What follows belongs to an exercise in optimizing a design on an open flow for small area and a short achievable clock period; a production flow would make more cautious choices.
In this exercise RTL edits were held to simulation tests only and were not proved equivalent to the original.
No activity file was given, so power comes from the tool's default toggle rates.

==> flow/design.v (excerpt) <==
module relu_maxpool
(
    input  logic              clk,
    input  logic              rst,
    input  logic              clear,
    input  logic              start,
    input  logic [DIM_W-1:0]  map_width,
    input  logic [DIM_W-1:0]  map_height,
    input  logic [DATA_W-1:0] in_data,
    input  logic              in_valid,
    output logic [POOL_W-1:0] out,
    output logic              done,
    output logic              frame_done,
    output logic              busy,
    output logic              cfg_err
);
Size in the first run: ~3500 cells after synthesis, ~2700 flip-flops, roughly 68 I/O pins, about 85000 µm² of cells after synthesis.
make LEC_CHECK=0 CAP_MARGIN=20 CORE_MARGIN=2 CORE_UTILIZATION=60 CTS_CLUSTER_DIAMETER=120 CTS_CLUSTER_SIZE=30 SETUP_SLACK_MARGIN=3.2 SLEW_MARGIN=20 SYNTH_HIERARCHICAL=1 finish   # period 5.5 ns
run.sh (not shown) runs the stock make flow with config.mk's settings and CLKGATE_MAP_FILE= SYNTH_SCRIPT=/design/flow/synth_recipe.tcl, a recipe that flattens the netlist after the stock synthesis.
The starting point finished clean.
Edit:
Settings changed: SETUP_SLACK_MARGIN 3.2 to 3.3.
=>
- The changed run went through all stages and came out clean
- clock skew stays flat
- clock-buffer cell count does not change
- area after synthesis does not change

* * *

Another version of the RTL of relu_maxpool (not shown whole).
For scale: about 3,600 cells after synthesis, about 85,000 sq um of cells after synthesis.
Design relu_maxpool, start of the top module:
module relu_maxpool
(
    input  logic              clk,
    input  logic              rst,
    input  logic              clear,
    input  logic              start,
    input  logic [DIM_W-1:0]  map_width,
    input  logic [DIM_W-1:0]  map_height,
    input  logic [DATA_W-1:0] in_data,
    input  logic              in_valid,
    output logic [POOL_W-1:0] out,
    output logic              done,
    output logic              frame_done,
    output logic              busy,
    output logic              cfg_err
);
==> flow/config.mk <==
export PLATFORM = sky130hd
export DESIGN_NAME = relu_maxpool
export DESIGN_NICKNAME = relu_maxpool
export VERILOG_FILES = /design/flow/design.v
export SDC_FILE = /design/flow/constraint.sdc
export NUM_CORES = 4
export LEC_CHECK = 0
export CAP_MARGIN = 20
export CORE_MARGIN = 2
export CORE_UTILIZATION = 60
export CTS_CLUSTER_DIAMETER = 120
export CTS_CLUSTER_SIZE = 30
export SETUP_SLACK_MARGIN = 3.3
export SLEW_MARGIN = 20
export SYNTH_HIERARCHICAL = 1
==> flow/constraint.sdc <==
create_clock -name core_clock -period 5.5 [get_ports {clk}]
set_input_delay 1.1000 -clock core_clock [delete_from_list [all_inputs] [get_ports {clk}]]
set_output_delay 1.1000 -clock core_clock [all_outputs]
set_load 0.01 [all_outputs]
The first run completed without violations.
Then changed:
Settings changed: SETUP_SLACK_MARGIN 3.3 to 3.2.
What happened: Register-to-register slack loses 50 ps; global-route usage hardly moves; total power barely changes; sequential cell count is unchanged; via count drops slightly; cell area came out lower slightly; cell count falls slightly.

* * *

Another version of the RTL of relu_maxpool (not shown whole).
Size in the first run: about 3,600 cells after synthesis, roughly 2,700 flip-flops.
make LEC_CHECK=0 CAP_MARGIN=20 CORE_MARGIN=2 CORE_UTILIZATION=55 CTS_CLUSTER_DIAMETER=120 CTS_CLUSTER_SIZE=30 SETUP_SLACK_MARGIN=3.3 SLEW_MARGIN=20 SYNTH_HIERARCHICAL=1 finish   # period 5.5 ns
Then changed:
- ABC_AREA: not set -> 1
- CORE_UTILIZATION: 55 -> 60
What happened:
- The changed run finished with timing, DRC and antenna clean
- worst setup slack got worse by 8.1 ps
- via count climbs by 4.8%
- non-clock buffer count went down by 25
- wire length went up by 1.7%
- hold slack gets better by 4.1 ps
- design area grows by 0.40%
- fmax falls by 0.34%
Then changed:
- ABC_AREA: 1 -> not set
What happened: The changed run completed with no timing, DRC or antenna violations. Core utilization rose by 0.44 points. Routed wire length hardly moves. Combinational power came out lower by a few percent. Synthesized cell count fell by roughly a tenth. Die area drops slightly.
Then changed:
- SETUP_SLACK_MARGIN: 3.3 -> 3.2
The changed run produced a clean layout; final cell count drops by 0.40%; clock skew hardly moves; worst hold slack improved by 3.7 ps; cell area fell by 0.46%; total power is about the same; combinational power drops by 4.9%; global-route usage stays flat; sequential cell count stays the same; non-clock buffer count went down by 24; wire length decreases by 0.60%.

* * *

relu_maxpool, a different RTL version from the one above (not shown whole).
For scale: ~4100 cells after synthesis, roughly 2700 flip-flops, about 68 I/O pins, about 0.089 mm^2 of cells after synthesis.
clock: 5.5 ns
lec_check: 0
abc_clock_period_in_ps: 1500
cap_margin: 20
core_margin: 2
core_utilization: 50
setup_slack_margin: 3.2
slew_margin: 20
Then changed:
- ABC_CLOCK_PERIOD_IN_PS: 1500 -> unset
- CTS_BUF_LIST: unset -> sky130_fd_sc_hd__clkbuf_8
- CTS_CLUSTER_SIZE: unset -> 25
Result: The new run passed the timing, DRC and antenna checks; routed wire length climbs by 1.0%; non-clock buffer count went up by 11; power falls by 7.3%; design area shrinks by 0.75%; final cell count came out higher by 3.9%; clock-buffer cell count climbs by 100; clock power came out lower by 18%; sequential power barely changes; first-iteration DRC count shrinks by 5.3%; synthesized cell count stays the same; sequential share of layout area climbs by 0.58 points.
Then changed:
- CTS_BUF_LIST: sky130_fd_sc_hd__clkbuf_8 -> unset
- CTS_CLUSTER_SIZE: 25 -> unset
=> Design area increases slightly; total power came out higher by a little under a tenth; setup slack gains 19 ps.
Then changed:
- CTS_CLUSTER_DIAMETER: unset -> 120
- CTS_CLUSTER_SIZE: unset -> 30
Worst setup slack gets worse by 21 ps.
Synthesized cell count stays the same.
Via count fell by 3.6%.

* * *

== PW ==
relu_maxpool, a different RTL version from the one above (not shown whole).
Size in the first run: about 3900 cells after synthesis, ~68 I/O pins, about 87000 um2 of cells after synthesis.
Design relu_maxpool, start of the top module:
module relu_maxpool
(
    input  logic              clk,
    input  logic              rst,
    input  logic              clear,
    input  logic              start,
    input  logic [DIM_W-1:0]  map_width,
    input  logic [DIM_W-1:0]  map_height,
    input  logic [DATA_W-1:0] in_data,
    input  logic              in_valid,
    output logic [POOL_W-1:0] out,
    output logic              done,
    output logic              frame_done,
    output logic              busy,
    output logic              cfg_err
);
    logic               busy_q, done_q, frame_done_q, cfg_err_q;
    logic [DIM_W-1:0]   w_q, ccnt_q, rcnt_q;      
    logic               lastc_q, lastr_q, codd_q, rodd_q;
    logic [POOL_W-1:0]  m_q;                      
    logic [POOL_W-1:0]  lb_q;                     
    logic [POOL_W-1:0]  out_q;
    logic [3:0]         fsel_q, dsel_q;
    logic [7:0]         csel_q;
    logic               p1_q;
    logic               accept, pair_ev, dims_ok;
    logic [POOL_W-1:0]  vraw, m_d, pm_d, lb_d, tap;
    logic               neg, lb_use, lb_pm, lb_tap, lastp_q;
    logic [6:0]         sx_q;
    logic [3:0]         fsel_d, dsel_d;
    logic [7:0]         csel_d;
    always_comb begin
        vraw    = in_data[POOL_W-1:0];
        neg     = in_data[DATA_W-1];
        accept  = busy_q && in_valid;
        pair_ev = accept && codd_q;
        dims_ok = (map_width >= DIM_W'(2)) && (map_width <= MAX_W_DIM) &&
                  (map_height >= DIM_W'(2));
        lb_use  = busy_q && (rodd_q ^ lastp_q);
        lb_pm   = lb_use && p1_q;
        lb_tap  = lb_use && !p1_q;
    end
    pool_max #(.GATED(1'b0)) u_max_even (.a(lb_q), .v(vraw), .neg(neg), .y(m_d),
                                         .k(1'b0), .t('0), .kt(1'b0), .yk());
    pool_max #(.GATED(1'b1)) u_max_odd  (.a(m_q),  .v(vraw), .neg(neg), .y(pm_d),
  ...
Settings: LEC_CHECK=0, CAP_MARGIN=20, CORE_MARGIN=2, CORE_UTILIZATION=60, CTS_CLUSTER_DIAMETER=120, CTS_CLUSTER_SIZE=30, SETUP_SLACK_MARGIN=3.0, SLEW_MARGIN=20, SYNTH_HIERARCHICAL=1; clock period 5.5 ns.
PW closes out successfully: all stages finished, all timing, DRC and antenna checks passed.
For AL, these inputs were changed with respect to PW:
- swapping 3.0 for 3.3 in SETUP_SLACK_MARGIN
Die boundary height: AL vs PW identical. In AL, the share of the final layout cell area in sequential cells came out 2.0 points below the value in PW. Status: clock-pin slew reported for the worst setup and hold paths after clock tree synthesis parity (AL, PW). PW has lower global routing met3 resource utilization than AL. Lower switching portion of total power goes to PW over AL. As far as number of placed cells counting well taps goes, PW and AL are indistinguishable; the numbers are identical. Number of cells traversed by the worst register-to-register path ended up 1 higher on AL than on PW. met4 as the uppermost metal layer occupied by signal nets was reported by PW, and met5 by AL. Part of the total power dissipated in combinational logic was lower in the run labelled PW. reg -> out as the type of the worst setup path was reported by AL, and in -> reg by PW.

* * *

rev 12:
relu_maxpool, a different RTL version from the one above (not shown whole).
For scale: ~3500 cells after synthesis, roughly 2700 flip-flops, roughly 68 I/O pins, roughly 0.085 mm^2 of cells after synthesis.
clock: 5.5 ns
lec_check: 0
cap_margin: 20
core_margin: 2
core_utilization: 60
cts_cluster_diameter: 120
cts_cluster_size: 30
setup_slack_margin: 3.2
slew_margin: 20
synth_hierarchical: 1
Modified inputs, rev 13 compared to rev 12
- changing SETUP_SLACK_MARGIN from 3.2 to 3.3
==> comparison <==
Rev 13 ran to completion and came out clean on the timing, DRC and antenna checks. On worst setup slack, rev 13 and rev 12 are basically level. Global-route usage in rev 13 is 0.36 points higher than in rev 12. There was hardly any difference in register cell area after layout between rev 12 and rev 13. Rev 13 vs. rev 12: reg-to-reg setup timing slack higher, total power has remained practically unchanged, post-route standard cell area excluding fillers moved up, total detailed-routing wirelength went up.

* * *

Starting RTL as in the previous note.
==> flow/design.v (excerpt) <==
module relu_maxpool
(
    input  logic              clk,
    input  logic              rst,
    input  logic              clear,
    input  logic              start,
    input  logic [DIM_W-1:0]  map_width,
    input  logic [DIM_W-1:0]  map_height,
    input  logic [DATA_W-1:0] in_data,
    input  logic              in_valid,
    output logic [POOL_W-1:0] out,
    output logic              done,
    output logic              frame_done,
    output logic              busy,
    output logic              cfg_err
);
    logic               busy_q, done_q, frame_done_q, cfg_err_q;
    logic [DIM_W-1:0]   w_q, ccnt_q, rcnt_q;      
    logic               lastc_q, lastr_q, codd_q, rodd_q;
    logic [POOL_W-1:0]  a_q;                      
    logic [POOL_W-1:0]  pm_q;                     
    logic [POOL_W-1:0]  out_q;
    logic               sh_q;                     
    logic [3:0]         fsel_q, dsel_q;
    logic [7:0]         csel_q;
    logic               p1_q;
    logic               accept, pair_ev, dims_ok;
    logic [POOL_W-1:0]  vraw, y, a_d, tap;
    logic               neg, lb_use, a_y, a_tap, a_en, lastp_q;
    logic [6:0]         sx_q;
    logic [3:0]         fsel_d, dsel_d;
    logic [7:0]         csel_d;
    always_comb begin
        vraw    = in_data[POOL_W-1:0];
        neg     = in_data[DATA_W-1];
        accept  = busy_q && in_valid;
        pair_ev = accept && codd_q;
        dims_ok = (map_width >= DIM_W'(2)) && (map_width <= MAX_W_DIM) &&
                  (map_height >= DIM_W'(2));
        lb_use  = busy_q && (rodd_q ^ lastp_q);
        a_y     = busy_q && (!codd_q || (lb_use && p1_q));
        a_tap   = codd_q && lb_use && !p1_q;
        a_en    = !busy_q || (accept && (codd_q || !lastc_q));
    end
    pool_max_k u_max (.a(a_q), .v(vraw), .neg(neg), .y(y),
                      .k(a_y), .t(tap), .kt(a_tap), .yk(a_d));
    always_comb begin
        fsel_d = '0;
        dsel_d = '0;
        csel_d = '0;
        fsel_d[sx_q[1:0]] = 1'b1;
        dsel_d[sx_q[3:2]] = 1'b1;
        csel_d[sx_q[6:4]] = 1'b1;
    end
    always_ff @(posedge clk) begin
        if (w_q[8]) begin
            sx_q <= 7'd127;
        end else if (w_q[7:1] <= 7'd17) begin
  ...
==> flow/config.mk <==
export PLATFORM = sky130hd
export DESIGN_NAME = relu_maxpool
export DESIGN_NICKNAME = relu_maxpool
export VERILOG_FILES = /design/flow/design.v
export SDC_FILE = /design/flow/constraint.sdc
export NUM_CORES = 4
export LEC_CHECK = 0
export CAP_MARGIN = 20
export CORE_MARGIN = 2
export CORE_UTILIZATION = 60
export CTS_CLUSTER_DIAMETER = 120
export CTS_CLUSTER_SIZE = 30
export SETUP_SLACK_MARGIN = 3.0
export SLEW_MARGIN = 20
export SYNTH_HIERARCHICAL = 1
==> flow/constraint.sdc <==
create_clock -name core_clock -period 5.5 [get_ports {clk}]
set_input_delay 1.1000 -clock core_clock [delete_from_list [all_inputs] [get_ports {clk}]]
set_output_delay 1.1000 -clock core_clock [all_outputs]
set_load 0.01 [all_outputs]
Rerun with:
- SETUP_SLACK_MARGIN: 3.0 -> 3.1
Outcome:
- routed wire length is about the same
- core utilization goes up by 0.16 points
- first-iteration DRC count fell slightly
- setup slack improved by 100 ps
- sequential share of layout area came out lower by 0.20 points
- via count is about the same
- design area barely changes

==> static timing again, ports no longer ideal <==
The results above use ideal ports. As a check the final layouts listed here were re-extracted and re-timed, cells and wires unchanged. Step 1: set_driving_cell puts a clkbuf_16 on clk and a buf_2 on each other input, an assumption about the parent block. Step 2 times the ports against the registers' clock, not the clock port: input delays grow and output delays shrink by t, the midpoint of the rising clock arrivals with the driver on. a / b / c = ideal / step 1 / step 2; a / b = the first two.
| run | t (ns) | slack for setup (ns) | hold slack, ns |
|---|---|---|---|
| the first run of note 1 | 0.795 | 3.129 / 3.066 / 2.380 | 0.408 / 0.408 / 0.408 |
| the second run of note 1 | 0.797 | 3.111 / 3.062 / 2.367 | 0.410 / 0.410 / 0.410 |
| the first run of note 2 | 0.792 | 3.122 / 3.046 / 2.503 | 0.389 / 0.389 / 0.389 |
| the second run of note 2 | 0.795 | 3.123 / 3.047 / 2.420 | 0.389 / 0.389 / 0.389 |
| the first run of note 3 | 0.795 | 3.142 / 3.065 / 2.466 | 0.410 / 0.410 / 0.410 |
| the second run of note 3 | 0.808 | 3.134 / 3.056 / 2.444 | 0.414 / 0.414 / 0.414 |
| the third run of note 3 | 0.796 | 3.162 / 3.087 / 2.527 | 0.401 / 0.401 / 0.401 |
| the fourth run of note 3 | 0.796 | 3.158 / 3.084 / 2.425 | 0.405 / 0.405 / 0.405 |
| the first run of note 4 | 0.952 | 2.847 / 2.840 / 1.955 | 0.351 / 0.351 / 0.351 |
| the second run of note 4 | 1.102 | 2.829 / 2.748 / 1.854 | 0.357 / 0.357 / 0.357 |
| the third run of note 4 | 0.952 | 2.847 / 2.840 / 1.955 | 0.351 / 0.351 / 0.351 |
| the fourth run of note 4 | 0.832 | 2.826 / 2.889 / 2.057 | 0.418 / 0.418 / 0.418 |
| PW | 0.801 | 2.950 / 2.972 / 2.171 | 0.407 / 0.407 / 0.407 |
| AL | 0.802 | 3.107 / 2.973 / 2.171 | 0.402 / 0.402 / 0.402 |
| rev 12 | 0.800 | 3.113 / 3.036 / 2.375 | 0.412 / 0.412 / 0.412 |
| rev 13 | 0.799 | 3.115 / 3.040 / 2.396 | 0.413 / 0.413 / 0.413 |
| the first run of note 7 | 0.798 | 2.960 / 3.009 / 2.211 | 0.411 / 0.411 / 0.411 |
| the second run of note 7 | 0.798 | 3.063 / 3.037 / 2.316 | 0.411 / 0.411 / 0.411 |
After both steps every run listed still meets setup and hold. The setup slack of the second run of note 4, which loses most, moves by -0.081 ns with the drivers and by -0.975 ns with both steps.
